Source: an optimization exercise on an open RTL-to-GDS flow (aim: small area). Production flows keep margins and buffers that such runs may drop. Only simulation tests tie the RTL to the original design; equivalence was not proved.

==> flow/design.v (outline; a module is shown in full before it is edited, if it fits) <==
// module fp_add: 30 lines
// module fp_mul: 1079 lines
// module mul_fa: 11 lines
// module mul_gp: 9 lines
// module mul_pp: 8 lines
// module mul_ha: 10 lines
// module fpu_lane: 112 lines
// module vfpu: 24 lines
module vfpu
(
  input  logic                    clk,
  input  logic                    rst_n,
  input  vfpu_pkg::fp_op_e                  op,        
  input  logic [vfpu_pkg::VEC_W-1:0]        va,
  input  logic [vfpu_pkg::VEC_W-1:0]        vb,
  output logic [vfpu_pkg::VEC_W-1:0]        vresult,
  output logic [vfpu_pkg::LANES*vfpu_pkg::FLAG_W-1:0] vflags
);
  // ...
==> flow/flow/run.sh <==
#!/bin/bash
# Standard layout, with the smallest buffer on every input and output port
set -e
export BUFFER_PORTS_ARGS="-buffer_cell sky130_fd_sc_hd__buf_1"
bash standard.sh > standard.log 2>&1
==> flow/standard.sh <==
#!/bin/bash
# synth_recipe.tcl (not shown) runs the flow's synth.tcl, then flattens the netlist and writes it again
# the make line also repeats each setting of config.mk as NAME=value (left out here)
make -C /OpenROAD-flow-scripts/flow DESIGN_CONFIG=/design/flow/config.mk WORK_HOME=/design/flow/orfs CLKGATE_MAP_FILE= SYNTH_SCRIPT=/design/flow/synth_recipe.tcl "${@:-finish}"
==> flow/config.mk <==
export PLATFORM = sky130hd
export DESIGN_NAME = vfpu
export DESIGN_NICKNAME = vfpu
export VERILOG_FILES = /design/flow/design.v
export SDC_FILE = /design/flow/constraint.sdc
export NUM_CORES = 4
export LEC_CHECK = 0
export ABC_AREA = 1
export CAP_MARGIN = 20
export CORE_MARGIN = 2
export CORE_UTILIZATION = 70
export CTS_CLUSTER_DIAMETER = 50
export CTS_CLUSTER_SIZE = 8
export SETUP_SLACK_MARGIN = 0.05
export SLEW_MARGIN = 20
export SYNTH_HIERARCHICAL = 1
export SYNTH_MINIMUM_KEEP_SIZE = 0
==> flow/constraint.sdc <==
create_clock -name core_clock -period 13.0 [get_ports {clk}]
set_input_delay 2.6000 -clock core_clock [delete_from_list [all_inputs] [get_ports {clk}]]
set_output_delay 2.6000 -clock core_clock [all_outputs]
set_load 0.01 [all_outputs]
==> run notes, run 1 <==
outcome=timing/DRC/antenna clean; antenna-violating nets left=0; io pins=504; Final Instance Area=~110000 um2; final setup vio count=0; antenna violations before repair=19; layout cells sized above 1=6.81%; metal3 WL=roughly 65000 um; postcts setup bufs=0; Post-synth top cells=3625 x nand2_1, 1495 x nand3_1, 1485 x inv_1; core area=roughly 150000 um2; Most flops, register=g_lane.u_lane.result; vias per inst=6.80; Final period util=97.3%; Resized Gates After CTS=0; post-synthesis cell count=~15000; Buf+Inv Stages, Crit Path=6; Worst setup startpoint=op[0]; WHS Path Cells=4; global-route wire length before repair=632000 um; buffering overhead=5.24%; residual DRC count=0; syn nets=about 17000; Hold Worst Slack=2.61 ns; commonest non-fill, non-tap cell in the layout=nand2_1; # rows=140; total gr overflow=0
==> run 2, diff against run 1 <==
--- a/flow/config.mk
+++ b/flow/config.mk
@@ -8,7 +8,7 @@
 export ABC_AREA = 1
 export CAP_MARGIN = 20
 export CORE_MARGIN = 2
-export CORE_UTILIZATION = 70
+export CORE_UTILIZATION = 65
 export CTS_CLUSTER_DIAMETER = 50
 export CTS_CLUSTER_SIZE = 8
 export SETUP_SLACK_MARGIN = 0.05
==> run 2 against run 1 <==
Critical endpoint is now g_lane[3].u_lane.flags[0]$_SDFF_PN0_. Utilization fell by 5.3 points. Critical path type unchanged. Still clean on timing, DRC and antenna. Critical path depth rose by 12.
==> run notes, run 2 <==
drt first pass iters=14 (was 17); Cell Area, Placed=108000 um2 (was 107000 um2); Crit. End Element=flop (unchanged); Synth Register Bits=175 (unchanged); Top Registers=g_lane.u_lane.result: 160 flops, g_lane.u_lane.flags: 15 flops (unchanged); hold path endpoint=g_lane[4].u_lane.flags[0]$_SDFF_PN0_ (was g_lane[1].u_lane.flags[0]$_SDFF_PN0_); GRT Resource Usage Total=50.1% (was 53.1%); pre-CTS setup slack=-0.00662 ns (was -0.393 ns); # Max-Cap Violations=0 (unchanged); area grow syn2layout=5.39% (was 4.88%); M1 wire length=146000 um (was 139000 um); CTS H-tree lvls=4 (unchanged); via count=114307 (was 116124); Post-synth top cells=3625 x nand2_1, 1495 x nand3_1, 1485 x inv_1 (unchanged); Max FO, Critical Path=56 (was 46); Die ar.=162000 um2 (was 151000 um2); residual DRC count=0 (unchanged); Routed WL=418000 um (was 413000 um); outcome=timing/DRC/antenna clean (unchanged); WHS Path Cells=4 (unchanged); Final period util=96.7% (was 97.3%); CTS buffer count=17 (unchanged); antenna-violating nets left=0 (unchanged); fin crit period=12.58 ns (was 12.65 ns); leading cell types in the layout, fill and taps excluded=3615 x nand2_1, 1493 x nand3_1, 1470 x inv_1 (was 3612 x nand2_1, 1493 x nand3_1, 1472 x inv_1); synthesized area=103000 um2 (unchanged); GPL Wtd Cong=1.14 (about the same); pin count of the biggest net entering global routing=81 (was 77); dominant synthesized flop cell=dfxtp_1 (unchanged); Critical Path RT=13.47 ns (was 13.44 ns); class of the worst hold path=in2reg (unchanged); CP most frequent cell=nand2_1; Post-Syn Area per Cell=6.79 um2 (unchanged); post-synthesis cell count=15200 (unchanged); Most flops, register=g_lane.u_lane.result (unchanged); vias per inst=6.62 (was 6.80); commonest non-fill, non-tap cell in the layout=nand2_1 (unchanged); asr flop ratio synth=0% (unchanged); Die X=403 um (was 388 um); core area=158000 um2 (was 146000 um2); io pins=504 (unchanged); slowest CP cell=nand2_1 (was fa_1); layout cells sized above 1=7.07% (was 6.81%); # rows=146 (was 140); Top Layer Used=met5 (unchanged); Avg WL per Cell=24.2 um (about the same); Worst setup SP type=input pin (unchanged); Nets=17419 (was 17387); max reg flops=160 (unchanged); global-route wire length before repair=636000 um (was 632000 um); Initial Util=65.3% (was 70.7%); number of synthesized flops with an enable pin=0 (unchanged); Starting DRT DRC Count=17480 (was 19502); CTS Hold Bufs=0 (unchanged); clock buffer depth=2 (unchanged); vias in the first global route=110616 (was 111884); Final Hold Vio Count=0 (unchanged); Slew Limit Fails=0 (unchanged); antenna violations before repair=28 (was 19); # port buffers=498 (unchanged); Fmax achieved=79.5 MHz (was 79.1 MHz); library cells used by synthesis=51 (unchanged); Final Worst Setup Slack=0.424 ns (was 0.351 ns); Max stage delay on crit path=0.51 ns (was 0.53 ns); hpwl dp=324000 um (was 314000 um); die height=403 um (was 388 um); RSZ-0062 raised after global routing=true (unchanged); Worst-Margin Slew=1.15 ns (was 1.29 ns); CP arrival=13.05 ns (was 13.09 ns); final setup vio count=0 (unchanged); CTS tree=done (unchanged); Yosys top cell area share=25.0% (unchanged); Min-Delay Startpoint=rst_n (unchanged); clock slew at reported path FFs=0.08 ns (was 0.10 ns); post-synth top area cell=fa_1 (unchanged); largest cells by area after synthesis=fa_1 25%, nand2_1 13%, xor2_1 12% (unchanged); Slew HR=22.5% (was 13.6%); library cell with the highest instance count after synthesis=nand2_1 (unchanged); metal3 WL=59000 um (was 65200 um); clock sink count=175 (unchanged); crit path kind=in2reg (unchanged); post-synthesis sequential area ratio=3.39% (unchanged); clock root cell=clkbuf_16 (unchanged); syn nets=17454 (unchanged); Ys Warns=7 (unchanged); WL met2=176000 um (was 169000 um); Final Instance Area=109000 um2 (was 108000 um2); Hold Worst Slack=2.63 ns (was 2.61 ns); total gr overflow=0 (unchanged)
==> run 2: Yosys stat by module (local to each module, per instance), excerpt <==
module,cell area [um2],flip-flops and latches,cells inside,copies in the design
fp_add,3730,0,751,5
fp_mul,6920,0,1191,5
fpu_lane,4200,35,788,5
mul_fa,20.0,0,1,1280
mul_ha,12.5,0,1,270
==> run 2: metrics by stage <==
step	instances	TNS, ns	util [%]
floorplan	15200	0	-
global placement	17188	0	68.1
detailed placement	17188	-0.00662	68.1
CTS	17220	0	68.5
global route	17250	-0.0752	68.8
finish	17262	0	68.9
==> run 2: metal layers <==
layer | vias to the layer above | global-route usage [%]
met3 | 2386 | 14.5
met1 | 53044 | 62.1
met5 | - | 0
met2 | 9185 | 75.7
met4 | 36 | 34.0
li1 | 49656 | -
==> run 2: layout make-up <==
cell class                 count  area, um2
fill                       13875      49200
inverter                    1670       6340
sequential                   175       3500
clock buffer                  17        425
multi-input combinational  12288      89800
timing repair buffer        1006       5880
antenna                       12       30.0
clock inverter                15        214
tap                         2072       2590
timing repair inverter         7       40.0
==> run 2: worst max-delay path by stage <==
| stage | cells after the start | to | start | slack (ns) |
|---|---|---|---|---|
| 6_report | 66 | g_lane[3].u_lane.flags[0]$_SDFF_PN0_ | op[0] | 0.42 |
| 4_1_cts | 63 | g_lane[2].u_lane.flags[3]$_SDFF_PN0_ | op[0] | 0.51 |
| 2_1_floorplan | 61 | g_lane[0].u_lane.flags[0]$_SDFF_PN0_ | op[0] | 1.48 |
| 3_3_place_gp | 63 | g_lane[2].u_lane.flags[3]$_SDFF_PN0_ | op[0] | 0.18 |
| 3_5_place_dp | 63 | g_lane[2].u_lane.flags[3]$_SDFF_PN0_ | op[0] | -0.007 |
| 5_1_grt | 81 | g_lane[4].u_lane.flags[0]$_SDFF_PN0_ | op[0] | -0.07 |
==> run 2: logic make-up after synthesis <==
| logic type | count (synthesis) | synth area share [%] |
|---|---|---|
| XOR/XNOR | 1480 | 12.6 |
| adder cells (fa/ha/maj) | 1930 | 32.8 |
| other | 20 | 0.0727 |
| AO/OA/AOI/OAI | 2450 | 14.1 |
| flip-flops | 175 | 3.39 |
| buffers and inverters | 2740 | 10.5 |
| AND/OR/NAND/NOR | 6405 | 26.6 |
==> run 2: repair_timing <==
item                                    CTS  global route
resized for setup                         0           107
hold endpoints to repair                  0             0
endpoints found under the setup margin    0            55
setup buffers                             0            18
==> run 2: critical path, delay by kind of cell <==
kind            cells  cell delay [ns]
buf+inv            12             1.67
fa+ha+maj           8             2.90
simple gates       33             3.36
xor+xnor            2             0.47
compound gates     11             1.99

==> port drivers added, routing unchanged <==
The results above use ideal ports. As a check the final layouts listed here were re-extracted and re-timed, cells and wires unchanged.
Step 1: set_driving_cell puts a clkbuf_16 on clk and a buf_2 on each other input, an assumption about the parent block.
Step 2 moves the port delays by t, midway between the first and last clock arrival at a register: inputs arrive t later, outputs are due t later. That takes back most of the time a late clock gives input paths.
a / b / c = no drivers / after step 1 / after step 2; a / b = the first two.
run	t, ns	setup WS [ns]	hold WS [ns]	worst setup path after step 2	pins driven straight from the clock port
run 1	0.607	0.351 / 0.385 / -0.222	2.609 / 2.559 / 3.009	input to register	1
run 2	0.610	0.424 / 0.439 / -0.171	2.627 / 2.568 / 3.006	input to register	1
Met with ideal ports but missed after step 2: setup timing in run 1 and run 2. For run 2, which loses most, drivers alone change the setup slack by +0.015 ns; drivers and shift together by -0.595 ns.
